This design comes from an exercise in tuning for small area on the open sky130 flow, not from production work. The RTL was checked by simulation tests, not by an equivalence proof against the original design. No activity file was given, so power comes from the tool's default toggle rates.

File: flow/config.mk
export PLATFORM = sky130hd
export DESIGN_NAME = dma_dispatcher
export DESIGN_NICKNAME = dma_dispatcher
export VERILOG_FILES = /design/flow/design.v
export SDC_FILE = /design/flow/constraint.sdc
export NUM_CORES = 4
export LEC_CHECK = 0
export CAP_MARGIN = 20
export CORE_MARGIN = 2
export CORE_UTILIZATION = 40
export SLEW_MARGIN = 20
File: flow/constraint.sdc
create_clock -name core_clock -period 8.0 [get_ports {clk}]
set_input_delay 1.6000 -clock core_clock [delete_from_list [all_inputs] [get_ports {clk}]]
set_output_delay 1.6000 -clock core_clock [all_outputs]
set_load 0.01 [all_outputs]
File: flow/design.v
`timescale 1ns/10ps
package dma_cmd_pkg;
    typedef struct packed {
        logic                   read;
        logic                   write;
        logic [10-1:0] address;
        logic [64-1:0] writedata;
    } mmio_req_t;
    typedef struct packed {
        logic                   new_cmd;
        logic [64-1:0] src_start_addr;
        logic [64-1:0] dst_start_addr;
        logic [64-1:0] xfer_length;
    } dma_cmd_t;
    typedef struct packed {
        logic sclr;
        logic clear_irq;
    } dma_cfg_t;
endpackage
`timescale 1ns/10ps
package dma_csr_pkg;
    localparam int CSR_WORD_W = 10 - 3;
    typedef enum logic [CSR_WORD_W-1:0] {
        CSR_DFH_HDR    = 'h00,
        CSR_ID_LO      = 'h01,
        CSR_ID_HI      = 'h02,
        CSR_NEXT_OFFS  = 'h03,
        CSR_SCRATCHPAD = 'h05,
        CSR_MAGIC_ADDR = 'h06,
        CSR_NUM_CHAN   = 'h07,
        CSR_RD_SRC     = 'h10,
        CSR_RD_DST     = 'h11,
        CSR_RD_LEN     = 'h12,
        CSR_RD_CFG     = 'h14,
        CSR_WR_SRC     = 'h20,
        CSR_WR_DST     = 'h21,
        CSR_WR_LEN     = 'h22,
        CSR_WR_CFG     = 'h24
    } csr_addr_e;
    localparam int CFG_SCLR_BIT      = 0;
    localparam int CFG_CLEAR_IRQ_BIT = 1;
endpackage
`timescale 1ns/10ps
module dma_csr_regs
(
    input  logic                   clk,
    input  logic                   rst_local,
    input  dma_cmd_pkg::mmio_req_t req,
    input  logic [64-1:0] rd_src, rd_dst, rd_len,
    input  logic                   rd_len_zero,
    input  logic [64-1:0] wr_src, wr_dst, wr_len,
    input  logic                   wr_len_zero,
    output logic [64-1:0] readdata,
    output logic                   readdatavalid,
    output dma_cmd_pkg::dma_cfg_t  rd_cfg,
    output dma_cmd_pkg::dma_cfg_t  wr_cfg,
    output logic [64-1:0] magic_addr
);
    dma_csr_pkg::csr_addr_e word_addr;
    logic [64-1:0] scratchpad;
    logic                   hit_rd_cfg, hit_wr_cfg;
    assign word_addr = dma_csr_pkg::csr_addr_e'(req.address[10-1:3]);
    assign hit_rd_cfg = req.write && word_addr == dma_csr_pkg::CSR_RD_CFG;
    assign hit_wr_cfg = req.write && word_addr == dma_csr_pkg::CSR_WR_CFG;
    always_ff @(posedge clk) begin
        if (rst_local) begin
            scratchpad <= '0;
            magic_addr <= '0;
        end else if (req.write) begin
            if (word_addr == dma_csr_pkg::CSR_SCRATCHPAD)
                scratchpad <= req.writedata;
            if (word_addr == dma_csr_pkg::CSR_MAGIC_ADDR)
                magic_addr <= req.writedata;
        end
    end
    always_ff @(posedge clk) begin
        if (rst_local) begin
            rd_cfg        <= '0;
            wr_cfg        <= '0;
            readdatavalid <= 1'b0;
        end else begin
            rd_cfg <= {hit_rd_cfg && req.writedata[dma_csr_pkg::CFG_SCLR_BIT],
                       hit_rd_cfg && req.writedata[dma_csr_pkg::CFG_CLEAR_IRQ_BIT]};
            wr_cfg <= {hit_wr_cfg && req.writedata[dma_csr_pkg::CFG_SCLR_BIT],
                       hit_wr_cfg && req.writedata[dma_csr_pkg::CFG_CLEAR_IRQ_BIT]};
            readdatavalid <= req.read;
        end
    end
    logic sel_hdr, sel_idlo, sel_idhi, sel_nch, sel_bad;
    logic sel_scr, sel_mag, sel_rs, sel_rd, sel_rl, sel_ws, sel_wd, sel_wl;
    always_ff @(posedge clk) begin
        sel_hdr  <= word_addr == dma_csr_pkg::CSR_DFH_HDR;
        sel_idlo <= word_addr == dma_csr_pkg::CSR_ID_LO;
        sel_idhi <= word_addr == dma_csr_pkg::CSR_ID_HI;
        sel_nch  <= word_addr == dma_csr_pkg::CSR_NUM_CHAN;
        sel_scr  <= word_addr == dma_csr_pkg::CSR_SCRATCHPAD;
        sel_mag  <= word_addr == dma_csr_pkg::CSR_MAGIC_ADDR;
        sel_rs   <= word_addr == dma_csr_pkg::CSR_RD_SRC;
        sel_rd   <= word_addr == dma_csr_pkg::CSR_RD_DST;
        sel_rl   <= word_addr == dma_csr_pkg::CSR_RD_LEN && !rd_len_zero;
        sel_ws   <= word_addr == dma_csr_pkg::CSR_WR_SRC;
        sel_wd   <= word_addr == dma_csr_pkg::CSR_WR_DST;
        sel_wl   <= word_addr == dma_csr_pkg::CSR_WR_LEN && !wr_len_zero;
        case (word_addr)
            dma_csr_pkg::CSR_DFH_HDR, dma_csr_pkg::CSR_ID_LO, dma_csr_pkg::CSR_ID_HI,
            dma_csr_pkg::CSR_NEXT_OFFS, dma_csr_pkg::CSR_SCRATCHPAD,
            dma_csr_pkg::CSR_MAGIC_ADDR, dma_csr_pkg::CSR_NUM_CHAN,
            dma_csr_pkg::CSR_RD_SRC, dma_csr_pkg::CSR_RD_DST, dma_csr_pkg::CSR_RD_LEN,
            dma_csr_pkg::CSR_WR_SRC, dma_csr_pkg::CSR_WR_DST, dma_csr_pkg::CSR_WR_LEN:
                sel_bad <= 1'b0;
            default:
                sel_bad <= 1'b1;
        endcase
    end
    assign readdata = ({64{sel_hdr}}  & 64'h1000_0100_0000_0001) |
                      ({64{sel_idlo}} & 64'hA2C4_5E71_09B3_6D18) |
                      ({64{sel_idhi}} & 64'h3F8E_D05A_4B12_C967) |
                      ({64{sel_nch}}  & 64'(2)) |
                      ({64{sel_bad}}  & 64'h0BAD_0BAD_0BAD_0BAD) |
                      ({64{sel_scr}}  & scratchpad) |
                      ({64{sel_mag}}  & magic_addr) |
                      ({64{sel_rs}}   & rd_src) |
                      ({64{sel_rd}}   & rd_dst) |
                      ({64{sel_rl}}   & rd_len) |
                      ({64{sel_ws}}   & wr_src) |
                      ({64{sel_wd}}   & wr_dst) |
                      ({64{sel_wl}}   & wr_len);
endmodule
`timescale 1ns/10ps
module dma_blk_adder (
    input  logic                   clk,
    input  logic [64-1:0] a,
    input  logic [64-1:0] b,
    input  logic                   cin,
    output logic [64-1:0] sum
);
    logic [64:0] c, cr;
    logic                 c11_n, c22_n, c33_n, c44_n, c54_n;
    logic                 p3, p4, c44;
    always_comb begin
        c[0] = cin;
        cr[0] = cin;
        for (int i = 0; i < 64; i++) begin
            cr[i+1] = (a[i] & b[i]) | ((a[i] ^ b[i]) & c[i]);
            case (i + 1)
                11:      c[i+1] = !c11_n;
                22:      c[i+1] = !c22_n;
                33:      c[i+1] = !c33_n;
                44:      c[i+1] = !c44_n;
                54:      c[i+1] = !c54_n;
                default: c[i+1] = cr[i+1];
            endcase
        end
    end
    assign p3  = &(a[43:33] ^ b[43:33]);
    assign p4  = &(a[53:44] ^ b[53:44]);
    assign c44 = p3 ? cr[33] : cr[44];
    always_ff @(posedge clk) begin
        c11_n <= !cr[11];
        c22_n <= !cr[22];
        c33_n <= !cr[33];
        c44_n <= !c44;
        c54_n <= !(p4 ? c44 : cr[54]);
    end
    assign sum = a ^ b ^ c[64-1:0];
endmodule
module dma_cmd_splitter
(
    input  logic                   clk,
    input  logic                   rst_local,
    input  logic                   wr_src,
    input  logic                   wr_dst,
    input  logic                   wr_len,
    input  logic [64-1:0] wdata,
    input  logic                   wdata_hi_nz,    
    input  logic                   wdata_nz,       
    input  logic [2-1:0] chan_done,
    output logic [64-1:0] src_q,
    output logic [64-1:0] dst_q,
    output logic [64-1:0] len_q,
    output logic                   len_zero,
    output dma_cmd_pkg::dma_cmd_t  chan0_cmd,
    output dma_cmd_pkg::dma_cmd_t  chan1_cmd,
    output logic                   xfer_done
);
    logic [64-1:0] src_s, dst_s;
    logic [64-1:0] len_half, len_ch0, src_ch1, dst_ch1;
    logic [64:0]   inc_c;
    logic                   go, has_ch1;
    logic [3:0]             stb_d;
    assign go = wr_len && wdata_nz;
    always_ff @(posedge clk) begin
        if (wr_src)
            src_q <= wdata;
        if (wr_dst)
            dst_q <= wdata;
        if (go) begin
            len_q   <= wdata;
            has_ch1 <= wdata_hi_nz;
            src_s   <= src_q;
            dst_s   <= dst_q;
        end
        if (wr_len)
            len_zero <= !wdata_nz;
    end
    always_ff @(posedge clk) begin
        if (rst_local)
            stb_d <= '0;
        else
            stb_d <= {stb_d[2:0], go};
    end
    assign len_half = {1'b0, len_q[64-1:1]};
    always_comb begin
        inc_c[0] = len_q[0];
        for (int k = 0; k < 64 / 8; k++) begin
            for (int i = k*8; i < k*8 + 7; i++)
                inc_c[i+1] = inc_c[i] & len_half[i];
            inc_c[k*8 + 8] = inc_c[k*8] & (&len_half[k*8 +: 8]);
        end
    end
    assign len_ch0 = len_half ^ inc_c[64-1:0];
    dma_blk_adder src_add (.clk, .a (src_s), .b (len_half), .cin (len_q[0]), .sum (src_ch1));
    dma_blk_adder dst_add (.clk, .a (dst_s), .b (len_half), .cin (len_q[0]), .sum (dst_ch1));
    assign chan0_cmd = {stb_d[3], src_s, dst_s, len_ch0};
    assign chan1_cmd = {stb_d[3] && has_ch1, src_ch1, dst_ch1, len_half};
    dma_done_tracker done_inst (
        .clk, .rst_local,
        .chan_new_cmd ({chan1_cmd.new_cmd, chan0_cmd.new_cmd}),
        .chan_done,
        .xfer_done
    );
endmodule
`timescale 1ns/10ps
module dma_done_tracker (
    input  logic                     clk,
    input  logic                     rst_local,
    input  logic [2-1:0] chan_new_cmd,
    input  logic [2-1:0] chan_done,
    output logic                     xfer_done
);
    logic [2-1:0] pending;
    logic                     active;
    always_ff @(posedge clk) begin
        if (rst_local) begin
            pending   <= '0;
            active    <= 1'b0;
            xfer_done <= 1'b0;
        end else begin
            pending   <= chan_new_cmd | (pending & ~chan_done);
            active    <= chan_new_cmd[0] | (active & (|pending));
            xfer_done <= active && !(|pending);
        end
    end
endmodule
`timescale 1ns/10ps
module dma_dispatcher (
    input  logic                     clk,
    input  logic                     rst_local,
    input  logic                     mmio_read,
    input  logic                     mmio_write,
    input  logic [10-1:0]   mmio_address,
    input  logic [64-1:0]   mmio_writedata,
    output logic [64-1:0]   readdata,
    output logic                     readdatavalid,
    output logic                     rd_ch0_new_cmd,
    output logic [64-1:0]   rd_ch0_src_start_addr,
    output logic [64-1:0]   rd_ch0_dst_start_addr,
    output logic [64-1:0]   rd_ch0_xfer_length,
    output logic                     rd_ch1_new_cmd,
    output logic [64-1:0]   rd_ch1_src_start_addr,
    output logic [64-1:0]   rd_ch1_dst_start_addr,
    output logic [64-1:0]   rd_ch1_xfer_length,
    output logic                     wr_ch0_new_cmd,
    output logic [64-1:0]   wr_ch0_src_start_addr,
    output logic [64-1:0]   wr_ch0_dst_start_addr,
    output logic [64-1:0]   wr_ch0_xfer_length,
    output logic                     wr_ch1_new_cmd,
    output logic [64-1:0]   wr_ch1_src_start_addr,
    output logic [64-1:0]   wr_ch1_dst_start_addr,
    output logic [64-1:0]   wr_ch1_xfer_length,
    output logic                     rd_cfg_sclr,
    output logic                     rd_cfg_clear_irq,
    output logic                     wr_cfg_sclr,
    output logic                     wr_cfg_clear_irq,
    output logic [64-1:0]   magic_addr,
    input  logic [2-1:0] rd_chan_done,
    input  logic [2-1:0] wr_chan_done,
    output logic                     host_mem_rd_xfer_done,
    output logic                     host_mem_wr_xfer_done
);
    dma_cmd_pkg::mmio_req_t   mmio_req;
    dma_cmd_pkg::dma_cmd_t    rd_ch0_cmd, rd_ch1_cmd, wr_ch0_cmd, wr_ch1_cmd;
    dma_cmd_pkg::dma_cfg_t    rd_cfg, wr_cfg;
    dma_csr_pkg::csr_addr_e   word_addr;
    logic [64-1:0]   rd_src, rd_dst, rd_len, wr_src, wr_dst, wr_len;
    logic                     rd_len_zero, wr_len_zero;
    logic                     wdata_hi_nz, wdata_nz;
    assign mmio_req = {mmio_read, mmio_write, mmio_address, mmio_writedata};
    assign word_addr = dma_csr_pkg::csr_addr_e'(mmio_address[10-1:3]);
    assign wdata_hi_nz = |mmio_writedata[64-1:1];
    assign wdata_nz    = wdata_hi_nz || mmio_writedata[0];
    assign {rd_ch0_new_cmd, rd_ch0_src_start_addr, rd_ch0_dst_start_addr,
            rd_ch0_xfer_length} = rd_ch0_cmd;
    assign {rd_ch1_new_cmd, rd_ch1_src_start_addr, rd_ch1_dst_start_addr,
            rd_ch1_xfer_length} = rd_ch1_cmd;
    assign {wr_ch0_new_cmd, wr_ch0_src_start_addr, wr_ch0_dst_start_addr,
            wr_ch0_xfer_length} = wr_ch0_cmd;
    assign {wr_ch1_new_cmd, wr_ch1_src_start_addr, wr_ch1_dst_start_addr,
            wr_ch1_xfer_length} = wr_ch1_cmd;
    assign {rd_cfg_sclr, rd_cfg_clear_irq} = rd_cfg;
    assign {wr_cfg_sclr, wr_cfg_clear_irq} = wr_cfg;
    dma_csr_regs csr_inst (
        .clk, .rst_local,
        .req (mmio_req),
        .rd_src, .rd_dst, .rd_len, .rd_len_zero,
        .wr_src, .wr_dst, .wr_len, .wr_len_zero,
        .readdata, .readdatavalid,
        .rd_cfg, .wr_cfg,
        .magic_addr
    );
    dma_cmd_splitter rd_split_inst (
        .clk, .rst_local,
        .wr_src (mmio_write && word_addr == dma_csr_pkg::CSR_RD_SRC),
        .wr_dst (mmio_write && word_addr == dma_csr_pkg::CSR_RD_DST),
        .wr_len (mmio_write && word_addr == dma_csr_pkg::CSR_RD_LEN),
        .wdata (mmio_writedata), .wdata_hi_nz, .wdata_nz,
        .chan_done (rd_chan_done),
        .src_q (rd_src), .dst_q (rd_dst), .len_q (rd_len), .len_zero (rd_len_zero),
        .chan0_cmd (rd_ch0_cmd), .chan1_cmd (rd_ch1_cmd),
        .xfer_done (host_mem_rd_xfer_done)
    );
    dma_cmd_splitter wr_split_inst (
        .clk, .rst_local,
        .wr_src (mmio_write && word_addr == dma_csr_pkg::CSR_WR_SRC),
        .wr_dst (mmio_write && word_addr == dma_csr_pkg::CSR_WR_DST),
        .wr_len (mmio_write && word_addr == dma_csr_pkg::CSR_WR_LEN),
        .wdata (mmio_writedata), .wdata_hi_nz, .wdata_nz,
        .chan_done (wr_chan_done),
        .src_q (wr_src), .dst_q (wr_dst), .len_q (wr_len), .len_zero (wr_len_zero),
        .chan0_cmd (wr_ch0_cmd), .chan1_cmd (wr_ch1_cmd),
        .xfer_done (host_mem_wr_xfer_done)
    );
endmodule
File: flow/flow/run.sh
#!/bin/bash
# Standard layout, with the smallest buffer on the ports and a clock tree of
# larger leaf clusters, without dummy loads. Each ORFS step logs to
# orfs/logs/; make's own output goes to make_finish.log.
set -euo pipefail
export BUFFER_PORTS_ARGS="-buffer_cell sky130_fd_sc_hd__buf_1"
export CTS_ARGS="-sink_clustering_enable -repair_clock_nets -dont_use_dummy_load -root_buf sky130_fd_sc_hd__clkbuf_16 -buf_list {sky130_fd_sc_hd__clkbuf_8 sky130_fd_sc_hd__clkbuf_16} -sink_clustering_size 20 -sink_clustering_max_diameter 60"
bash standard.sh finish > make_finish.log 2>&1
File: flow/standard.sh
#!/bin/bash
# synth_recipe.tcl (not shown) runs the flow's synth.tcl, then flattens the netlist and writes it again
# the make line also repeats each setting of config.mk as NAME=value (left out here)
make -C /OpenROAD-flow-scripts/flow DESIGN_CONFIG=/design/flow/config.mk WORK_HOME=/design/flow/orfs CLKGATE_MAP_FILE= SYNTH_SCRIPT=/design/flow/synth_recipe.tcl "${@:-finish}"
==> results of run 1 <==
-- per-layer routing --
metal	vias to the layer above	wire length (µm)	GRT usage (%)
met5	-	35	0
met4	6	7530	14.2
met3	284	14800	6.88
met2	1781	72000	50.2
met1	13600	58300	41.7
li1	10400	-	-
-- critical path, cell delays in order, from the launching register on --
cell      delay, ns
edfxtp_1       0.57
fa_1           0.54
fa_1           0.43
fa_1           0.39
fa_1           0.51
fa_1           0.44
fa_1           0.43
fa_1           0.42
fa_1           0.40
fa_1           0.43
fa_1           0.41
fa_1           0.49
buf_1          0.17
-- per-stage QoR --
stage	setup slack (ns)	hold WS, ns	power [mW]	instances	utilization (%)
after floorplan	0.145	0.393	4.78	2232	-
after global placement	0.964	0.393	4.90	4353	45.9
after detailed placement	0.875	0.388	4.90	4353	45.9
after CTS	0.147	0.401	7.85	4423	47.8
after global routing	0.0412	0.424	8.00	4425	47.8
final	0.134	0.400	7.81	4426	47.8
-- power by group through the flow --
stage / clock (mW) / combinational, mW / sequential, mW
finish: 3.00 / 0.194 / 4.62
global route: 3.18 / 0.205 / 4.62
CTS: 3.04 / 0.193 / 4.62
detailed placement: 0 / 0.192 / 4.71
global placement: 0 / 0.191 / 4.71
floorplan: 0 / 0.0658 / 4.71
-- placed cells by master (no fill, tap or decap), drive strengths merged, types with 24 or more instances in the layout --
master	synthesis	routed
edfxtp	644	644
a22o	54	54
inv	70	70
clkbuf	39	71
buf	52	1025
a22oi	98	98
a21oi	28	28
dfxtp	182	182
mux2i	132	132
ha	196	196
nand4	88	88
a222oi	24	24
fa	252	252
nor2	169	169
a221oi	56	56
nand3	36	36
-- final timing paths --
| path | to | depth (start not counted) |
|---|---|---|
| setup / recovery | rd_ch1_dst_start_addr[21] | 12 |
| hold / removal | csr_inst.sel_wl | 1 |
| setup reg to reg | wr_split_inst.src_add.c54_n | 13 |
| hold reg to reg | csr_inst.sel_wl | 1 |
-- logic make-up after synthesis --
| kind of cell | Yosys count | synth area share (%) |
|---|---|---|
| other | 1 | 0.0102 |
| adders and majority gates | 448 | 20.4 |
| muxes | 132 | 3.60 |
| DFF | 826 | 62.5 |
| and+or+nand+nor | 370 | 5.07 |
| AOI/OAI and AO/OA | 275 | 5.96 |
| xor gates and xnor gates | 18 | 0.429 |
| buffers and inverters | 161 | 2.00 |
-- cell type report --
class	instances	share of cell area (%)
diodes	3	0.0172
clock buffers	70	4.01
inverters	70	0.602
multi-input cells	1245	30.0
flip-flops and latches	826	52.7
well taps	1186	3.40
repair buffers	1026	9.26
==> results.json, run 1 <==
{
  "r2r-start": "wr_split_inst.len_q[23]",
  "critPathMaxFanout": 6,
  "hold_violations": 0,
  "holdCritStartpoint": "wr_split_inst.len_zero",
  "leakage_nw": 15.8,
  "seqCellArea_mm2": 0.0230,
  "ios": 989,
  "synth_edf_count": 644,
  "synthTopCellsByArea": "edfxtp_1 53%, fa_1 14%, dfxtp_1 9.9%",
  "grt_max_degree": 169,
  "clockBufferDepth": 3,
  "p_sw_share_pct": 20.8,
  "crit_start": "rd_split_inst.len_q[12]",
  "nFillCells": 8202,
  "worstMarginPinSlew_ns": 1.18,
  "htreeDepth": 3,
  "antenna_found_initial": 5,
  "hold_buffers": 0,
  "maxCapViolations": 0,
  "min_period_over_period_pct": 98.3,
  "drt_iter0_markers": 3187,
  "regToRegSetupSlack_ns": 1.35,
  "pwr-share-clk_pct": 38.4,
  "dieArea_mm2": 0.0943,
  "rsz0062_at_grt": "false",
  "slew_headroom_pct": 21.3,
  "fin_skew_ns": 0.0704,
  "layout-drive-gt1-share_pct": 4.45,
  "grt_pass1_vias": 25000,
  "critical_path_class": "reg2out",
  "drc_errors": 0,
  "synth_seq_area_share_pct": 62.5,
  "hp-class": "reg2reg",
  "via_count": 26000,
  "clock_latency_ns": 0.63,
  "syn_area_mm2": 0.0368,
  "grt-ovfl-total": 0,
  "placed_area_mm2": 0.0419,
  "syn_to_final_growth_pct": 18.8,
  "wirelength_um": 153000,
  "nets": 3769,
  "finalSetupTns_ns": 0,
  "ys_types": 48,
  "crit_required_ns": 6.40,
  "intPower_mw": 6.18,
  "synth_common_cells": "644 x edfxtp_1, 252 x fa_1, 196 x ha_1, 182 x dfxtp_1, 169 x nor2_1",
  "cts_made_buffers": 70,
  "ir_drop_uv": 149,
  "syn_area_per_cell_um2": 16.5,
  "synthArstFlopShare_pct": 0,
  "vias_per_cell": 5.88,
  "setup_violations": 0,
  "postCtsSetupRepairBufs": 0,
  "cts_root_buf": "clkbuf_16",
  "core_area_mm2": 0.0914,
  "synth_top_area_cell": "edfxtp_1",
  "grt_use_total_pct": 31.6,
  "synth_warnings": 4,
  "die_width_um": 307,
  "finalCriticalPeriod_ns": 7.87,
  "initial_core_util_pct": 40.2,
  "yosys.cell_count.top_type": "edfxtp_1",
  "end_kind": "primary output",
  "netlist_instances": 2231,
  "ys.flop_type": "edfxtp_1",
  "num_rows": 111,
  "fmax_mhz": 127,
  "wire_per_inst_um": 34.5,
  "first_pass_iters": 8,
  "p_seq_share_pct": 59.1,
  "grt_pass1_wl_um": 206000,
  "die_h_um": 307,
  "status": "timing/DRC/antenna clean",
  "hpwlAfterDp_um": 111000,
  "synth_top_area_share_pct": 52.6,
  "finalInstanceArea_mm2": 0.0437,
  "cts_resized": 0,
  "switching_power_mw": 1.63,
  "multiInputGateArea_mm2": 0.0131,
  "cp_data_arrival_time_ns": 6.27,
  "cts_tree": "done",
  "p_comb_share_pct": 2.5,
  "ant_nets": 0,
  "power.density_mw_per_mm2": 179,
  "portBuffers": 983,
  "synth-seq-cells": 826,
  "clock-sinks": 826,
  "clk_pin_slew_worst_paths_ns": 0.08,
  "slew_violations": 0,
  "gp_congestion": 0.943,
  "cp-start-kind": "flip-flop"
}
==> run 2, diff against run 1 <==
==> flow/flow/run.sh (replaced) <==
#!/bin/bash
# Standard layout, with the smallest buffer on the ports and a clock tree of
# larger leaf clusters, without dummy loads. Each ORFS step logs to
# orfs/logs/; make's own output goes to make_finish.log.
set -euo pipefail
export BUFFER_PORTS_ARGS="-buffer_cell sky130_fd_sc_hd__buf_1"
export CTS_ARGS="-sink_clustering_enable -repair_clock_nets -dont_use_dummy_load -buf_list {sky130_fd_sc_hd__clkbuf_16} -sink_clustering_size 30 -sink_clustering_max_diameter 100"
bash standard.sh finish > make_finish.log 2>&1
==> run 2 against run 1 <==
  * Still clean on timing, DRC and antenna
  * Register-to-register slack improved by 0.03 ns
  * Die area stayed put
  * Clock skew is 0.0050 ns lower
  * Largest cell class unchanged
==> results.json, run 2 <==
{
  "slew_violations": 0,
  "finalInstanceArea_mm2": 0.0429,
  "holdPathEnd": "wr_split_inst.dst_s[53]",
  "leakage_nw": 15.4,
  "dr_wl_met2_um": 72100,
  "hold_path_depth": 0,
  "cp-start-kind": "flip-flop",
  "ios": 989,
  "min_period_over_period_pct": 97.5,
  "vias_per_cell": 5.90,
  "cts_root_buf": "clkbuf_16",
  "drc_errors": 0,
  "htreeDepth": 2,
  "rr_worst_depth": 13,
  "dieArea_mm2": 0.0943,
  "critPathMaxFanout": 6,
  "core_area_mm2": 0.0914,
  "fin_skew_ns": 0.0655,
  "gp_congestion": 0.943,
  "ys_types": 48,
  "drt_iter0_markers": 3280,
  "wl_met3_um": 14300,
  "hold_violations": 0,
  "synth_top_area_share_pct": 52.6,
  "clockBufferDepth": 3,
  "yosys.cell_count.top_type": "edfxtp_1",
  "synthArstFlopShare_pct": 0,
  "cts_resized": 0,
  "placed_area_mm2": 0.0419,
  "hold_buffers": 0,
  "slew_headroom_pct": 21.1,
  "clock-sinks": 826,
  "final_cell_mix": "982 x buf_1, 644 x edfxtp_1, 252 x fa_1",
  "synth_top_area_cell": "edfxtp_1",
  "netlist_instances": 2231,
  "synthTopCellsByArea": "edfxtp_1 53%, fa_1 14%, dfxtp_1 9.9%",
  "num_rows": 111,
  "die_h_um": 307,
  "wirelength_um": 152000,
  "cts_tree": "done",
  "wire_per_inst_um": 34.7,
  "synth_edf_count": 644,
  "ant_nets": 0,
  "via_count": 25900,
  "cts_made_buffers": 38,
  "hpwlAfterDp_um": 111000,
  "postCtsSetupRepairBufs": 0,
  "power.density_mw_per_mm2": 163,
  "synth_warnings": 4,
  "holdCritStartpoint": "wr_split_inst.dst_q[53]",
  "final_common_cell": "buf_1",
  "clk_pin_slew_worst_paths_ns": 0.11,
  "fmax_mhz": 128,
  "grt_use_total_pct": 31.4,
  "regToRegSetupSlack_ns": 1.38,
  "grt_pass1_vias": 24700,
  "layout-drive-gt1-share_pct": 3.49,
  "r2r_end": "wr_split_inst.src_add.c54_n",
  "clock_latency_ns": 0.60,
  "hp-class": "reg2reg",
  "cp_data_arrival_time_ns": 6.20,
  "r2r-start": "wr_split_inst.len_q[23]",
  "nets": 3737,
  "p_total_mw": 6.99,
  "finalSetupTns_ns": 0,
  "first_pass_iters": 6,
  "syn_area_mm2": 0.0368,
  "ir_drop_uv": 134,
  "end_kind": "primary output",
  "grt_max_degree": 169,
  "portBuffers": 983,
  "rsz0062_at_grt": "false",
  "finalCriticalPeriod_ns": 7.80,
  "die_width_um": 307,
  "antenna_found_initial": 4,
  "ys.flop_type": "edfxtp_1",
  "syn_area_per_cell_um2": 16.5,
  "worstMarginPinSlew_ns": 1.18,
  "synth_common_cells": "644 x edfxtp_1, 252 x fa_1, 196 x ha_1, 182 x dfxtp_1, 169 x nor2_1",
  "initial_core_util_pct": 40.2,
  "crit_required_ns": 6.40,
  "grt_pass1_wl_um": 205000,
  "maxCapViolations": 0,
  "top_layer_used": "met5",
  "setup_violations": 0,
  "critical_path_class": "reg2out",
  "synth-seq-cells": 826,
  "grt-ovfl-total": 0,
  "status": "timing/DRC/antenna clean",
  "synth_seq_area_share_pct": 62.5,
  "met1_length_um": 58800,
  "syn_to_final_growth_pct": 16.6
}
==> run 2: cell types whose count changed in the layout (fill, tap and decap cells not counted) <==
cell | before | now
diode_2 | 3 | 2
clkbuf_16 | 70 | 38
==> run 2: cells by family after synthesis <==
| logic type | share of synthesized area [%] |
|---|---|
| AO/OA/AOI/OAI | 5.96 |
| XOR/XNOR | 0.429 |
| adder cells (fa/ha/maj) | 20.4 |
| buffers and inverters | 2.00 |
| flip-flops | 62.5 |
| multiplexers | 3.60 |
| other | 0.0102 |
| AND/OR/NAND/NOR | 5.07 |
==> run 2: power breakdown <==
group / switching, mW / internal, mW
clock: 1.32 / 0.859
sequential: 0.0147 / 4.60
combinational: 0.152 / 0.0423
==> run 2: how the worst max path moves through the flow <==
stage,to,start,cells past startpoint,slack [ns]
4_1_cts,rd_ch1_dst_start_addr[21],rd_split_inst.len_q[12],12,0.17
6_report,rd_ch1_src_start_addr[21],rd_split_inst.len_q[12],12,0.20
2_1_floorplan,wr_split_inst.dst_s[0],mmio_address[5],4,0.14
5_1_grt,rd_ch1_dst_start_addr[21],rd_split_inst.len_q[12],12,0.06
3_3_place_gp,rd_ch1_dst_start_addr[21],rd_split_inst.len_q[12],12,0.96
3_5_place_dp,rd_ch1_dst_start_addr[21],rd_split_inst.len_q[12],12,0.88
==> run 2: worst max-delay path: stages, from the launching register on <==
cell and delay (ns):
edfxtp_1 0.58, fa_1 0.52, fa_1 0.41, fa_1 0.41, fa_1 0.52, fa_1 0.44, fa_1 0.39, fa_1 0.39
fa_1 0.44, fa_1 0.44, fa_1 0.41, fa_1 0.50, buf_1 0.15
==> run 2: final cells by class <==
class | instances | area, µm²
flip-flops and latches | 826 | 23000
fillers | 8269 | 48500
clock buffers | 38 | 951
inverters | 70 | 263
well taps | 1186 | 1480
diodes | 2 | 5.00
repair buffers | 1026 | 4040
multi-input cells | 1245 | 13100
==> run 2: through the flow <==
| stage | setup slack (ns) | cells | util, % | hold WS, ns |
|---|---|---|---|---|
| after floorplan | 0.145 | 2232 | - | 0.393 |
| after global placement | 0.964 | 4353 | 45.9 | 0.393 |
| after detailed placement | 0.875 | 4353 | 45.9 | 0.388 |
| after CTS | 0.174 | 4391 | 46.9 | 0.396 |
| after global routing | 0.0621 | 4393 | 46.9 | 0.423 |
| final | 0.199 | 4393 | 46.9 | 0.391 |
==> run 2: per-layer routing <==
| layer | vias up | track usage [%] |
|---|---|---|
| met5 | - | 0 |
| met3 | 240 | 6.25 |
| met1 | 13600 | 41.9 |
| met4 | 4 | 12.8 |
| li1 | 10300 | - |
| met2 | 1730 | 50.4 |
==> run 3, diff against run 2 <==
==> flow/flow/run.sh (replaced) <==
#!/bin/bash
# Standard layout, with the smallest buffer on the ports and a clock tree of
# larger leaf clusters, without dummy loads. Each ORFS step logs to
# orfs/logs/; make's own output goes to make_finish.log.
set -euo pipefail
export BUFFER_PORTS_ARGS="-buffer_cell sky130_fd_sc_hd__buf_1"
export CTS_ARGS="-sink_clustering_enable -repair_clock_nets -dont_use_dummy_load -buf_list {sky130_fd_sc_hd__clkbuf_8} -sink_clustering_size 15 -sink_clustering_max_diameter 40"
bash standard.sh finish > make_finish.log 2>&1
==> run 3 against run 2 <==
  * Global-route usage grew 0.26 points
  * Maximum frequency shrank 0.87%
  * Synthesized cell count did not move
  * Wire length up 0.68%
  * Sequential power is essentially flat
  * Die area unchanged
  * Critical endpoint is now rd_ch1_dst_start_addr[21]
==> results.json, run 3 <==
{
  "status": "timing/DRC/antenna clean",
  "cp_data_arrival_time_ns": 6.27,
  "clock_latency_ns": 0.74,
  "fin_skew_ns": 0.0818,
  "vias_per_cell": 5.84,
  "final_common_cell": "buf_1",
  "slew_headroom_pct": 20.4,
  "syn_area_per_cell_um2": 16.5,
  "slew_violations": 0,
  "initial_core_util_pct": 40.2,
  "crit_buf_inv": 1,
  "die_h_um": 307,
  "yosys.cell_count.top_type": "edfxtp_1",
  "ant_nets": 0,
  "finalCriticalPeriod_ns": 7.87,
  "pwr-share-clk_pct": 35.4,
  "synth_top_area_cell": "edfxtp_1",
  "fmax_mhz": 127,
  "clock-sinks": 826,
  "drc_errors": 0,
  "wirelength_um": 153000,
  "synth_top_area_share_pct": 52.6,
  "netlist_instances": 2231,
  "critical-path-top-delay-family": "adder cells",
  "rsz0062_at_grt": "false",
  "worstMarginPinSlew_ns": 1.19,
  "syn_area_mm2": 0.0368,
  "ys.flop_type": "edfxtp_1",
  "grt_use_total_pct": 31.6,
  "hp-class": "reg2reg",
  "synth_common_cells": "644 x edfxtp_1, 252 x fa_1, 196 x ha_1, 182 x dfxtp_1, 169 x nor2_1",
  "setup_violations": 0,
  "ir_drop_uv": 121,
  "leakage_nw": 15.8,
  "fin_ws_ns": 0.131,
  "pre_cts_ws_ns": 0.875,
  "synthArstFlopShare_pct": 0,
  "finalSetupTns_ns": 0,
  "min_period_over_period_pct": 98.4,
  "via_count": 26100,
  "hpwlAfterDp_um": 111000,
  "die_width_um": 307,
  "intPower_mw": 5.84,
  "grt-ovfl-total": 0,
  "max_stage_delay_ns": 0.52,
  "critical_path_class": "reg2out",
  "core_area_mm2": 0.0914,
  "critPathSlowestCell": "edfxtp_1",
  "end_kind": "primary output",
  "gp_congestion": 0.943,
  "crit_chain": "fa_1 -> fa_1 -> fa_1 -> fa_1 -> fa_1 -> fa_1 -> fa_1 -> fa_1 -> fa_1 -> fa_1 -> fa_1 -> buf_1",
  "portBuffers": 983,
  "p_sw_share_pct": 21.7,
  "synth_edf_count": 644,
  "ios": 989,
  "grt_pass1_wl_um": 207000,
  "wire_per_inst_um": 34.3,
  "cp-start-kind": "flip-flop",
  "grt_max_degree": 169,
  "dieArea_mm2": 0.0943,
  "synth_warnings": 4,
  "nFillCells": 8239,
  "cts_root_buf": "clkbuf_8",
  "synth_seq_area_share_pct": 62.5,
  "crit_required_ns": 6.40,
  "clockBufferDepth": 3,
  "grt_pass1_vias": 25300,
  "clk_pin_slew_worst_paths_ns": 0.07,
  "cts_tree": "done",
  "num_rows": 111,
  "cts_made_buffers": 109,
  "synthTopCellsByArea": "edfxtp_1 53%, fa_1 14%, dfxtp_1 9.9%",
  "nets": 3815,
  "antenna_found_initial": 4,
  "power.density_mw_per_mm2": 172,
  "p_comb_share_pct": 2.6,
  "syn_to_final_growth_pct": 18.3,
  "ys_types": 48,
  "hold_violations": 0,
  "p_seq_share_pct": 62.0,
  "critical_path.most_common_cell": "fa_1",
  "drt_iter0_markers": 3163,
  "critPathMaxFanout": 4,
  "layout-drive-gt1-share_pct": 5.79,
  "first_pass_iters": 8,
  "synth-seq-cells": 826,
  "maxCapViolations": 0,
  "switching_power_mw": 1.62,
  "htreeDepth": 3,
  "final_cell_mix": "982 x buf_1, 644 x edfxtp_1, 252 x fa_1"
}
## run 3: power by group through the flow
stage | Clock (mW) | Combinational, mW | Sequential, mW
final | 2.64 | 0.195 | 4.62
after global routing | 2.83 | 0.205 | 4.62
after CTS | 2.69 | 0.193 | 4.62
after detailed placement | 0 | 0.192 | 4.71
after global placement | 0 | 0.191 | 4.71
after floorplan | 0 | 0.0658 | 4.71
## run 3: path summary, 6_finish.rpt
kind | start | endpoint | slack, ns | depth (start not counted)
worst max-delay path | rd_split_inst.len_q[12] | rd_ch1_dst_start_addr[21] | 0.13 | 12
worst min-delay path | wr_split_inst.len_zero | csr_inst.sel_wl | 0.40 | 1
worst max register to register | wr_split_inst.len_q[23] | wr_split_inst.src_add.c54_n | 1.38 | 13
worst min register to register | wr_split_inst.len_zero | csr_inst.sel_wl | 0.40 | 1
## run 3: layout make-up
cell class / count / area (µm²) / share of cell area, %
flip-flops and latches: 826 / 23000 / 53.0
multi-input cells: 1245 / 13100 / 30.1
repair buffers: 1033 / 4090 / 9.42
clock buffers: 109 / 1500 / 3.45
well taps: 1186 / 1480 / 3.41
inverters: 70 / 263 / 0.605
diodes: 1 / 2.50 / 0.00576
## run 3: per-stage QoR
step | cell area, µm² | hold slack [ns] | total power, mW | utilization [%] | instances
after detailed placement | 41900 | 0.388 | 4.90 | 45.9 | 4353
final | 43500 | 0.401 | 7.46 | 47.6 | 4470
after global routing | 43500 | 0.416 | 7.65 | 47.6 | 4470
after CTS | 43400 | 0.401 | 7.51 | 47.5 | 4462
after floorplan | 36800 | 0.393 | 4.78 | - | 2232
after global placement | 41900 | 0.393 | 4.90 | 45.9 | 4353
## run 3: cells by family (layout without fill, tap and decap cells)
kind of cell	after synthesis	count (layout)	share of synthesized area, %
XOR/XNOR	18	18	0.429
other	1	3	0.0102
adder cells (fa/ha/maj)	448	448	20.4
multiplexers	132	132	3.60
AND/OR/NAND/NOR	370	370	5.07
buffers and inverters	161	1212	2.00
AO/OA/AOI/OAI	275	275	5.96
flip-flops	826	826	62.5
## run 3: routing by layer
layer,global-route usage [%],up-vias,wire length [µm]
li1,-,10500,-
met1,41.5,13600,59000
met2,50.9,1743,72800
met5,0,-,25
met3,7.08,266,14800
met4,13.0,4,6840
## run 3: timing repair
item,4_1_cts,5_1_grt
setup buffers,0,7
resized for setup,0,0
endpoints found under the hold margin,0,0
hold buffers,0,0
setup endpoints to repair,0,5
==> run 4, diff against run 3 <==
--- a/flow/design.v
+++ b/flow/design.v
@@ -63,15 +63,19 @@
     assign hit_rd_cfg = req.write && word_addr == dma_csr_pkg::CSR_RD_CFG;
     assign hit_wr_cfg = req.write && word_addr == dma_csr_pkg::CSR_WR_CFG;
     always_ff @(posedge clk) begin
-        if (rst_local) begin
-            scratchpad <= '0;
+        if (rst_local)
             magic_addr <= '0;
-        end else if (req.write) begin
-            if (word_addr == dma_csr_pkg::CSR_SCRATCHPAD)
-                scratchpad <= req.writedata;
-            if (word_addr == dma_csr_pkg::CSR_MAGIC_ADDR)
-                magic_addr <= req.writedata;
-        end
+        else if (req.write && word_addr == dma_csr_pkg::CSR_MAGIC_ADDR)
+            magic_addr <= req.writedata;
+    end
+    logic scr_zero;
+    always_ff @(posedge clk) begin
+        if (req.write && word_addr == dma_csr_pkg::CSR_SCRATCHPAD)
+            scratchpad <= req.writedata;
+        if (rst_local)
+            scr_zero <= 1'b1;
+        else if (req.write && word_addr == dma_csr_pkg::CSR_SCRATCHPAD)
+            scr_zero <= 1'b0;
     end
     always_ff @(posedge clk) begin
         if (rst_local) begin
@@ -93,7 +97,7 @@
         sel_idlo <= word_addr == dma_csr_pkg::CSR_ID_LO;
         sel_idhi <= word_addr == dma_csr_pkg::CSR_ID_HI;
         sel_nch  <= word_addr == dma_csr_pkg::CSR_NUM_CHAN;
-        sel_scr  <= word_addr == dma_csr_pkg::CSR_SCRATCHPAD;
+        sel_scr  <= word_addr == dma_csr_pkg::CSR_SCRATCHPAD && !scr_zero;
         sel_mag  <= word_addr == dma_csr_pkg::CSR_MAGIC_ADDR;
         sel_rs   <= word_addr == dma_csr_pkg::CSR_RD_SRC;
         sel_rd   <= word_addr == dma_csr_pkg::CSR_RD_DST;
==> flow/flow/run.sh (replaced) <==
#!/bin/bash
# Standard layout, with the smallest buffer on the ports and a clock tree of
# larger leaf clusters, without dummy loads. Each ORFS step logs to
# orfs/logs/; make's own output goes to make_finish.log.
set -euo pipefail
export BUFFER_PORTS_ARGS="-buffer_cell sky130_fd_sc_hd__buf_1"
export CTS_ARGS="-sink_clustering_enable -repair_clock_nets -dont_use_dummy_load -buf_list {sky130_fd_sc_hd__clkbuf_16} -sink_clustering_size 30 -sink_clustering_max_diameter 100"
bash standard.sh finish > make_finish.log 2>&1
--- a/flow/config.mk
+++ b/flow/config.mk
@@ -7,5 +7,5 @@
 export LEC_CHECK = 0
 export CAP_MARGIN = 20
 export CORE_MARGIN = 2
-export CORE_UTILIZATION = 40
+export CORE_UTILIZATION = 60
 export SLEW_MARGIN = 20
==> run 4 against run 3 <==
  * The flow now stops in 3_2_place_iop
  * Synthesized area down 0.90%
  * Synthesized cell count decreased by 6.1%
==> results.json, run 4 <==
{
  "haltStage": "3_2_place_iop",
  "status": "did not finish",
  "syn_area_per_cell_um2": 17.4,
  "synthTopCellsByArea": "edfxtp_1 58%, fa_1 14%, ha_1 6.7%",
  "ys.flop_type": "edfxtp_1",
  "initial_core_util_pct": 60.6,
  "synth_warnings": 4,
  "num_rows": 90,
  "synth_top_area_share_pct": 58.4,
  "synth_top_area_cell": "edfxtp_1",
  "ys_types": 47,
  "netlist_instances": 2094,
  "synth_seq_area_share_pct": 64.9,
  "syn_area_mm2": 0.0364,
  "synthArstFlopShare_pct": 0,
  "yosys.cell_count.top_type": "edfxtp_1",
  "synth_edf_count": 708,
  "synth_common_cells": "708 x edfxtp_1, 252 x fa_1, 196 x ha_1, 119 x dfxtp_1, 105 x nor2_1",
  "error": "[ERROR PPL-0024] Number of IO pins (989) exceeds maximum number of available positions (900). Increase the die perimeter from 1001.50um to 1345.04um.",
  "synth-seq-cells": 827,
  "die_h_um": 250,
  "die_width_um": 250
}
run 4: changes by cell type after synthesis, sizes merged, moves of 2 or more:
cell	change
nor2	-64
edfxtp	+64
buf	-16
clkbuf	+3
mux2i	-64
dfxtp	-63
or3b	+2
run 4: logic make-up after synthesis:
| group | Yosys count | synth area share [%] |
|---|---|---|
| muxes | 68 | 1.87 |
| other | 1 | 0.0103 |
| AOI/OAI and AO/OA | 274 | 5.98 |
| buffers and inverters | 149 | 1.73 |
| DFF | 827 | 64.9 |
| and+or+nand+nor | 308 | 4.45 |
| xor gates and xnor gates | 19 | 0.457 |
| adders and majority gates | 448 | 20.6 |
==> run 5, diff against run 4 <==
--- a/flow/config.mk
+++ b/flow/config.mk
@@ -7,5 +7,5 @@
 export LEC_CHECK = 0
 export CAP_MARGIN = 20
 export CORE_MARGIN = 2
-export CORE_UTILIZATION = 60
+export CORE_UTILIZATION = 40
 export SLEW_MARGIN = 20
==> run 5 against run 4 <==
  * The run now finishes clean
  * Synthesized area is the same
  * Synthesized cell count is the same
==> results.json, run 5 <==
{
  "gp_congestion": 0.998,
  "layout-drive-gt1-share_pct": 3.51,
  "fin_skew_ns": 0.0371,
  "ant_nets": 0,
  "drt_iter0_markers": 2885,
  "cts_resized": 0,
  "antenna_found_initial": 14,
  "grt-ovfl-total": 0,
  "core_area_mm2": 0.0901,
  "synth_top_area_cell": "edfxtp_1",
  "clockBufferDepth": 3,
  "critPathMaxFanout": 6,
  "ir_drop_uv": 145,
  "num_rows": 110,
  "clock_latency_ns": 0.59,
  "fmax_mhz": 129,
  "slew_violations": 0,
  "met1_length_um": 57300,
  "netlist_instances": 2094,
  "nets": 3610,
  "clock-sinks": 827,
  "grt_max_degree": 100,
  "portBuffers": 983,
  "finalInstanceArea_mm2": 0.0426,
  "htreeDepth": 2,
  "ios": 989,
  "clk_pin_slew_worst_paths_ns": 0.11,
  "ys.flop_type": "edfxtp_1",
  "dieArea_mm2": 0.0935,
  "slew_headroom_pct": 26.0,
  "syn_area_per_cell_um2": 17.4,
  "grt_pass1_wl_um": 207000,
  "wl_met3_um": 14000,
  "hold_buffers": 0,
  "postCtsSetupRepairBufs": 0,
  "via_count": 25100,
  "max_stage_delay_ns": 0.58,
  "cts_made_buffers": 35,
  "syn_to_final_growth_pct": 16.9,
  "initial_core_util_pct": 40.4,
  "die_h_um": 306,
  "critical-path-top-delay-family": "adder cells",
  "hpwlAfterDp_um": 113000,
  "final_common_cell": "buf_1",
  "finalCriticalPeriod_ns": 7.78,
  "grt_pass1_vias": 25200,
  "synth-seq-cells": 827,
  "first_pass_iters": 6,
  "yosys.cell_count.top_type": "edfxtp_1",
  "critical_path_class": "reg2out",
  "syn_area_mm2": 0.0364,
  "final_util_pct": 47.2,
  "crit_required_ns": 6.40,
  "synth_seq_area_share_pct": 64.9,
  "end_kind": "primary output",
  "die_width_um": 306,
  "crit_buf_inv": 1,
  "placed_area_mm2": 0.0417,
  "hold_violations": 0,
  "critical_path.most_common_cell": "fa_1",
  "min_period_over_period_pct": 97.2,
  "worstMarginPinSlew_ns": 1.11,
  "ys_types": 47,
  "top_layer_used": "met5",
  "critPathSlowestCell": "edfxtp_1",
  "dr_wl_met2_um": 73200,
  "hp-class": "reg2reg",
  "setup_violations": 0,
  "vias_per_cell": 5.89,
  "power.density_mw_per_mm2": 163,
  "drc_errors": 0,
  "wirelength_um": 151000,
  "status": "timing/DRC/antenna clean",
  "maxCapViolations": 0,
  "rsz0062_at_grt": "false",
  "wire_per_inst_um": 35.5,
  "cts_tree": "done",
  "crit_chain": "fa_1 -> fa_1 -> fa_1 -> fa_1 -> fa_1 -> fa_1 -> fa_1 -> fa_1 -> fa_1 -> fa_1 -> fa_1 -> buf_1",
  "cp_data_arrival_time_ns": 6.18,
  "synthTopCellsByArea": "edfxtp_1 58%, fa_1 14%, ha_1 6.7%",
  "synth_common_cells": "708 x edfxtp_1, 252 x fa_1, 196 x ha_1, 119 x dfxtp_1, 105 x nor2_1",
  "grt_use_total_pct": 31.7,
  "synth_top_area_share_pct": 58.4,
  "synthArstFlopShare_pct": 0,
  "synth_warnings": 4,
  "leakage_nw": 14.7,
  "cts_root_buf": "clkbuf_16",
  "synth_edf_count": 708,
  "finalSetupTns_ns": 0,
  "final_cell_mix": "982 x buf_1, 708 x edfxtp_1, 252 x fa_1",
  "cp-start-kind": "flip-flop"
}
## run 5: cell counts after synthesis
Identical to the previous run, type by type.
## run 5: cells by family after synthesis
kind of cell | Yosys count | share of synthesized area (%)
and+or+nand+nor | 308 | 4.45
adders and majority gates | 448 | 20.6
AOI/OAI and AO/OA | 274 | 5.98
DFF | 827 | 64.9
buffers and inverters | 149 | 1.73
muxes | 68 | 1.87
other | 1 | 0.0103
xor gates and xnor gates | 19 | 0.457
## run 5: layout make-up
| class | instances | area [µm²] |
|---|---|---|
| diodes | 3 | 7.51 |
| flip-flops and latches | 827 | 23700 |
| well taps | 1176 | 1470 |
| repair buffers | 1026 | 4060 |
| fillers | 8036 | 47600 |
| clock buffers | 35 | 876 |
| inverters | 71 | 267 |
| multi-input cells | 1119 | 12200 |
## run 5: per-stage QoR
step	hold slack, ns	power (mW)	instances	setup slack, ns
2_1_floorplan	0.393	4.83	2095	0.0450
3_3_place_gp	0.393	4.95	4217	0.945
6_report	0.409	6.92	4257	0.221
3_5_place_dp	0.389	4.95	4219	0.904
4_1_cts	0.407	6.96	4254	0.224
5_1_grt	0.421	7.12	4256	0.0891
## run 5: report_power, final
part / internal, mW / switching (mW) / total (mW)
Combinational: 0.0409 / 0.145 / 0.186
Clock: 0.795 / 1.27 / 2.07
Sequential: 4.65 / 0.0158 / 4.67
## run 5: path summary, 6_finish.rpt
path	cells after the start	slack, ns	startpoint	to
max reg2reg	13	1.58	wr_split_inst.len_q[23]	wr_split_inst.dst_add.c54_n
max	12	0.22	rd_split_inst.len_q[23]	rd_ch1_dst_start_addr[32]
min reg2reg	1	0.41	rd_split_inst.len_zero	csr_inst.sel_rl
min	1	0.41	rd_split_inst.len_zero	csr_inst.sel_rl
## run 5: per-layer routing
metal,up-vias,track usage (%)
met4,10,12.1
met5,-,0
met1,13200,41.3
met3,246,6.70
met2,1658,52.3
li1,9930,-
==> run 6, diff against run 5 <==
==> flow/flow/run.sh (replaced) <==
#!/bin/bash
# Standard layout, with the smallest buffer on the ports and a clock tree of
# larger leaf clusters, without dummy loads. Each ORFS step logs to
# orfs/logs/; make's own output goes to make_finish.log.
set -euo pipefail
export BUFFER_PORTS_ARGS="-buffer_cell sky130_fd_sc_hd__buf_1"
export CTS_ARGS="-sink_clustering_enable -repair_clock_nets -dont_use_dummy_load -root_buf sky130_fd_sc_hd__clkbuf_16 -buf_list {sky130_fd_sc_hd__clkbuf_8} -sink_clustering_size 18 -sink_clustering_max_diameter 70"
bash standard.sh finish > make_finish.log 2>&1
==> run 6 against run 5 <==
  * Sequential power about the same
  * Critical endpoint unchanged
  * Largest power group unchanged
  * Die area is the same
  * Global-route usage rose by 0.095 points
==> results.json, run 6 <==
{
  "synth_top_family_by_area": "adder cells",
  "synth-seq-cells": 827,
  "final_util_pct": 47.2,
  "synth_seq_area_share_pct": 64.9,
  "cts_resized": 0,
  "hold_ws_ns": 0.407,
  "cts_tree": "done",
  "synth_xor_area_share_pct": 0.457,
  "wirelength_um": 152000,
  "grt_pass1_vias": 25400,
  "crit_chain": "fa_1 -> fa_1 -> fa_1 -> fa_1 -> fa_1 -> fa_1 -> fa_1 -> fa_1 -> fa_1 -> fa_1 -> fa_1 -> buf_1",
  "clock-sinks": 827,
  "grt_pass1_wl_um": 208000,
  "cp_data_arrival_time_ns": 6.17,
  "grt_use_total_pct": 31.8,
  "ir_drop_uv": 127,
  "nFillCells": 8054,
  "rr_worst_depth": 13,
  "antenna_found_initial": 15,
  "r2r_end": "wr_split_inst.dst_add.c54_n",
  "finalCriticalPeriod_ns": 7.77,
  "yosys.cell_count.top_type": "edfxtp_1",
  "wire_per_inst_um": 35.5,
  "cts_root_buf": "clkbuf_16",
  "gp_congestion": 0.998,
  "leakage_nw": 14.7,
  "fmax_mhz": 129,
  "ys.flop_type": "edfxtp_1",
  "fin_ws_ns": 0.227,
  "clock_latency_ns": 0.60,
  "synthArstFlopShare_pct": 0,
  "maxCapViolations": 0,
  "via_count": 25300,
  "postCtsSetupRepairBufs": 0,
  "syn_to_final_growth_pct": 16.8,
  "final_cell_mix": "982 x buf_1, 708 x edfxtp_1, 252 x fa_1",
  "crit_required_ns": 6.40,
  "clockBufferDepth": 3,
  "drc_errors": 0,
  "syn_area_per_cell_um2": 17.4,
  "fin_skew_ns": 0.0492,
  "max_stage_delay_ns": 0.57,
  "critical_path_class": "reg2out",
  "r2r-start": "wr_split_inst.len_q[23]",
  "slew_violations": 0,
  "critPathMaxFanout": 6,
  "synth_fa_ha_area_share_pct": 20.6,
  "htreeDepth": 2,
  "synth_compound_area_share_pct": 5.98,
  "power.density_mw_per_mm2": 161,
  "p_total_mw": 6.84,
  "rsz0062_at_grt": "false",
  "hold_path_depth": 1,
  "synthSimpleGateAreaFrac_pct": 4.45,
  "final_common_cell": "buf_1",
  "synth_common_cells": "708 x edfxtp_1, 252 x fa_1, 196 x ha_1, 119 x dfxtp_1, 105 x nor2_1",
  "num_rows": 110,
  "synthTopCellsByArea": "edfxtp_1 58%, fa_1 14%, ha_1 6.7%",
  "critical_path.most_common_cell": "fa_1",
  "layout-drive-gt1-share_pct": 4.13,
  "holdCritStartpoint": "rd_split_inst.len_zero",
  "cts_made_buffers": 55,
  "min_period_over_period_pct": 97.2,
  "drt_iter0_markers": 2949,
  "critPathSlowestCell": "edfxtp_1",
  "pre_cts_ws_ns": 0.904,
  "ys_types": 47,
  "initial_core_util_pct": 40.4,
  "setup_violations": 0,
  "slew_headroom_pct": 24.4,
  "regToRegSetupSlack_ns": 1.58,
  "muxShareOfSynthArea_pct": 1.87,
  "netlist_instances": 2094,
  "end_kind": "primary output",
  "worstMarginPinSlew_ns": 1.13,
  "holdPathEnd": "csr_inst.sel_rl",
  "ios": 989,
  "clk_pin_slew_worst_paths_ns": 0.11,
  "hold_buffers": 0,
  "synth_top_area_cell": "edfxtp_1",
  "finalSetupTns_ns": 0,
  "hp-class": "reg2reg",
  "die_width_um": 306,
  "first_pass_iters": 7,
  "synth_top_area_share_pct": 58.4,
  "grt-ovfl-total": 0,
  "grt_max_degree": 100,
  "hpwlAfterDp_um": 113000,
  "dieArea_mm2": 0.0935,
  "vias_per_cell": 5.91,
  "portBuffers": 983,
  "nets": 3630,
  "hold_violations": 0,
  "cp-start-kind": "flip-flop",
  "synth_warnings": 4,
  "status": "timing/DRC/antenna clean",
  "die_h_um": 306,
  "ant_nets": 0,
  "synth_edf_count": 708,
  "syn_area_mm2": 0.0364,
  "core_area_mm2": 0.0901
}
[run 6: cell families after synthesis]
group / Yosys count
compound gates: 274
buf+inv: 149
mux: 68
simple gates: 308
xor+xnor: 19
flops: 827
other cells: 1
fa+ha+maj: 448
[run 6: layout make-up]
cell class                      instances  area (µm²)  share of cell area [%]
Antenna cell                            5        12.5                  0.0294
Clock buffer                           55         813                    1.91
Inverter                               71         267                   0.627
Multi-Input combinational cell       1119       12200                    28.8
Sequential cell                       827       23700                    55.7
Tap cell                             1176        1470                    3.46
Timing Repair Buffer                 1026        4060                    9.55
[run 6: worst max path at each step]
stage                                  startpoint                   endpoint  slack [ns]  depth (start not counted)
after global placement    wr_split_inst.len_q[12]  wr_ch1_dst_start_addr[21]        0.94                         12
final                     rd_split_inst.len_q[23]  rd_ch1_dst_start_addr[32]        0.23                         12
after CTS                 rd_split_inst.len_q[23]  rd_ch1_dst_start_addr[32]        0.21                         12
after detailed placement  rd_split_inst.len_q[23]  rd_ch1_dst_start_addr[32]        0.90                         12
after floorplan                   mmio_address[7]     wr_split_inst.dst_s[0]        0.05                          4
after global routing      rd_split_inst.len_q[23]  rd_ch1_dst_start_addr[32]        0.07                         12
[run 6: worst max-delay path, delay by kind of cell (launching register included)]
family                     cells  cell delay [ns]
DFF                            1             0.57
adders and majority gates     11             4.85
buffers and inverters          1             0.16
[run 6: metrics by stage]
step,cell area [µm²],cells
after global routing,42500,4276
after floorplan,36400,2095
final,42500,4279
after detailed placement,41700,4219
after CTS,42500,4274
after global placement,41700,4217
[run 6: power breakdown]
| part | internal, mW | switching [mW] | total, mW |
|---|---|---|---|
| logic | 0.0409 | 0.145 | 0.186 |
| clock network | 0.680 | 1.30 | 1.98 |
| registers | 4.66 | 0.0158 | 4.67 |
[run 6: routing by layer]
layer,wire length [µm],up-vias,GRT usage [%],part of all wire (%)
li1,-,9966,-,-
met1,57300,13300,41.4,38
met2,72900,1735,52.1,48
met3,14700,271,7.20,9.7
met4,6890,12,12.3,4.5
met5,74,-,0,0.049
==> run 7, diff against run 6 <==
==> flow/flow/run.sh (replaced) <==
#!/bin/bash
# Standard layout, with the smallest buffer on the ports and a clock tree of
# larger leaf clusters, without dummy loads. Each ORFS step logs to
# orfs/logs/; make's own output goes to make_finish.log.
set -euo pipefail
export BUFFER_PORTS_ARGS="-buffer_cell sky130_fd_sc_hd__buf_1"
export CTS_ARGS="-sink_clustering_enable -repair_clock_nets -dont_use_dummy_load -buf_list {sky130_fd_sc_hd__clkbuf_16} -sink_clustering_size 26 -sink_clustering_max_diameter 80"
bash standard.sh finish > make_finish.log 2>&1
==> run 7 against run 6 <==
  * Still clean on timing, DRC and antenna
  * Largest power group unchanged
  * Synthesized area unchanged
  * Critical path type unchanged
  * Utilization increased by 0.27 points
  * Maximum frequency down 0.38%
  * Wire length decreased by 0.41%
  * Cell area grew 0.57%
  * Critical path depth is the same
  * Global-route usage fell by 0.094 points
  * Non-clock buffer count is the same
  * First-iteration DRC count fell by 3.0%
  * Die area unchanged
==> results.json, run 7 <==
{
  "nFillCells": 8008,
  "ir_drop_uv": 157,
  "grt_use_total_pct": 31.7,
  "cts_resized": 0,
  "synthArstFlopShare_pct": 0,
  "clockBufferDepth": 3,
  "postCtsSetupRepairBufs": 0,
  "cp-start-kind": "flip-flop",
  "hold_path_depth": 1,
  "grt-ovfl-total": 0,
  "synth_common_cells": "708 x edfxtp_1, 252 x fa_1, 196 x ha_1, 119 x dfxtp_1, 105 x nor2_1",
  "netlist_instances": 2094,
  "drc_errors": 0,
  "worstMarginPinSlew_ns": 1.12,
  "fin_ws_ns": 0.197,
  "p_total_mw": 7.11,
  "ys.flop_type": "edfxtp_1",
  "clk_pin_slew_worst_paths_ns": 0.10,
  "cts_tree": "done",
  "ant_nets": 0,
  "antenna_found_initial": 10,
  "ios": 989,
  "hold_buffers": 0,
  "synth_warnings": 4,
  "cts_made_buffers": 42,
  "nets": 3617,
  "die_h_um": 306,
  "hp-class": "reg2reg",
  "portBuffers": 983,
  "power.density_mw_per_mm2": 166,
  "clock_latency_ns": 0.60,
  "pre_cts_ws_ns": 0.904,
  "initial_core_util_pct": 40.4,
  "crit_required_ns": 6.40,
  "cts_root_buf": "clkbuf_16",
  "core_area_mm2": 0.0901,
  "layout-drive-gt1-share_pct": 3.73,
  "synth_top_area_share_pct": 58.4,
  "hold_ws_ns": 0.393,
  "htreeDepth": 2,
  "hold_violations": 0,
  "setup_violations": 0,
  "synth_seq_area_share_pct": 64.9,
  "slew_violations": 0,
  "fmax_mhz": 128,
  "synth_top_area_cell": "edfxtp_1",
  "hpwlAfterDp_um": 113000,
  "dieArea_mm2": 0.0935,
  "synth-seq-cells": 827,
  "wire_per_inst_um": 35.5,
  "syn_to_final_growth_pct": 17.4,
  "wirelength_um": 151000,
  "regToRegSetupSlack_ns": 1.56,
  "synth_edf_count": 708,
  "status": "timing/DRC/antenna clean",
  "first_pass_iters": 5,
  "final_common_cell": "buf_1",
  "via_count": 25200,
  "min_period_over_period_pct": 97.5,
  "syn_area_per_cell_um2": 17.4,
  "fin_skew_ns": 0.0593,
  "cp_data_arrival_time_ns": 6.20,
  "critPathMaxFanout": 6,
  "ys_types": 47,
  "finalSetupTns_ns": 0,
  "slew_headroom_pct": 25.2,
  "yosys.cell_count.top_type": "edfxtp_1",
  "die_width_um": 306,
  "rsz0062_at_grt": "false",
  "final_cell_mix": "982 x buf_1, 708 x edfxtp_1, 252 x fa_1",
  "synthTopCellsByArea": "edfxtp_1 58%, fa_1 14%, ha_1 6.7%",
  "grt_pass1_wl_um": 207000,
  "maxCapViolations": 0,
  "grt_pass1_vias": 25200,
  "leakage_nw": 14.8,
  "num_rows": 110,
  "grt_max_degree": 100,
  "syn_area_mm2": 0.0364,
  "drt_iter0_markers": 2862,
  "rr_worst_depth": 13,
  "gp_congestion": 0.998,
  "critical_path_class": "reg2out",
  "vias_per_cell": 5.90,
  "end_kind": "primary output",
  "finalCriticalPeriod_ns": 7.80,
  "clock-sinks": 827
}
[run 7: final timing paths]
| check | startpoint | endpoint |
|---|---|---|
| setup reg to reg | wr_split_inst.len_q[23] | wr_split_inst.dst_add.c54_n |
| hold / removal | rd_split_inst.len_zero | csr_inst.sel_rl |
| setup / recovery | rd_split_inst.len_q[23] | rd_ch1_dst_start_addr[32] |
| hold reg to reg | rd_split_inst.len_zero | csr_inst.sel_rl |
[run 7: final cells by class]
type / instances / area (µm²) / share of cell area (%)
antenna: 6 / 15.0 / 0.0351
tap: 1176 / 1470 / 3.44
sequential: 827 / 23700 / 55.4
multi-input combinational: 1119 / 12200 / 28.6
inverter: 71 / 267 / 0.623
timing repair buffer: 1026 / 4060 / 9.50
clock buffer: 42 / 1050 / 2.46
[run 7: worst max-delay path, stage by stage (launching register included)]
cell	delay [ns]
edfxtp_1	0.58
fa_1	0.48
fa_1	0.43
fa_1	0.43
fa_1	0.44
fa_1	0.44
fa_1	0.44
fa_1	0.44
fa_1	0.45
fa_1	0.41
fa_1	0.41
fa_1	0.50
buf_1	0.16
[run 7: layer usage]
| layer | part of all wire [%] | wire (µm) | vias to the layer above | global-route usage, % |
|---|---|---|---|---|
| li1 | - | - | 9960 | - |
| met1 | 38 | 58000 | 13300 | 41.8 |
| met2 | 49 | 73900 | 1656 | 52.9 |
| met3 | 8.8 | 13300 | 217 | 5.87 |
| met4 | 4.0 | 6050 | 6 | 10.9 |
| met5 | 0.017 | 26 | - | 0 |
[run 7: cells by family after synthesis]
| logic type | count (synthesis) | share of synthesized area, % |
|---|---|---|
| AO/OA/AOI/OAI | 274 | 5.98 |
| XOR/XNOR | 19 | 0.457 |
| adder cells (fa/ha/maj) | 448 | 20.6 |
| buffers and inverters | 149 | 1.73 |
| flip-flops | 827 | 64.9 |
| multiplexers | 68 | 1.87 |
| other | 1 | 0.0103 |
| AND/OR/NAND/NOR | 308 | 4.45 |
[run 7: through the flow]
stage / cells / instance area, µm² / utilization [%]
after global routing: 4263 / 42800 / 47.4
after global placement: 4217 / 41700 / 46.2
after floorplan: 2095 / 36400 / -
after CTS: 4261 / 42800 / 47.4
after detailed placement: 4219 / 41700 / 46.3
final: 4267 / 42800 / 47.4
[run 7: report_power, final]
group	internal, mW	switching, mW	leakage [nW]	total (mW)
clock network	0.941	1.31	0.518	2.25
logic	0.0409	0.145	6.91	0.186
registers	4.65	0.0158	7.34	4.67
total	5.64	1.47	14.8	7.11

-- static timing again, ports no longer ideal --
No port has a modelled driver above. Below, the same layouts with a new extraction and two added sets of constraints.
Step 1 sets driving cells, clkbuf_16 on the clock port and buf_2 on the other inputs (assumed; they add their load-dependent delay and slew).
Step 2 moves the port delays by t, midway between the first and last clock arrival at a register: inputs arrive t later, outputs are due t later. That takes back most of the time a late clock gives input paths.
Three values: ideal, step 1, step 2; two values: the first two.
run | shift t [ns] | setup WS [ns] | clock arrival spread, ns
run 1 | 0.647 | 0.134 / 0.067 / 0.715 | 0.105 / 0.105
run 2 | 0.644 | 0.199 / 0.126 / 0.770 | 0.082 / 0.082
run 3 | 0.770 | 0.131 / 0.064 / 0.834 | 0.119 / 0.119
run 5 | 0.636 | 0.221 / 0.156 / 0.792 | 0.042 / 0.042
run 6 | 0.651 | 0.227 / 0.155 / 0.807 | 0.051 / 0.051
run 7 | 0.641 | 0.197 / 0.129 / 0.771 | 0.066 / 0.067
After both steps setup and hold are still met in every run listed.
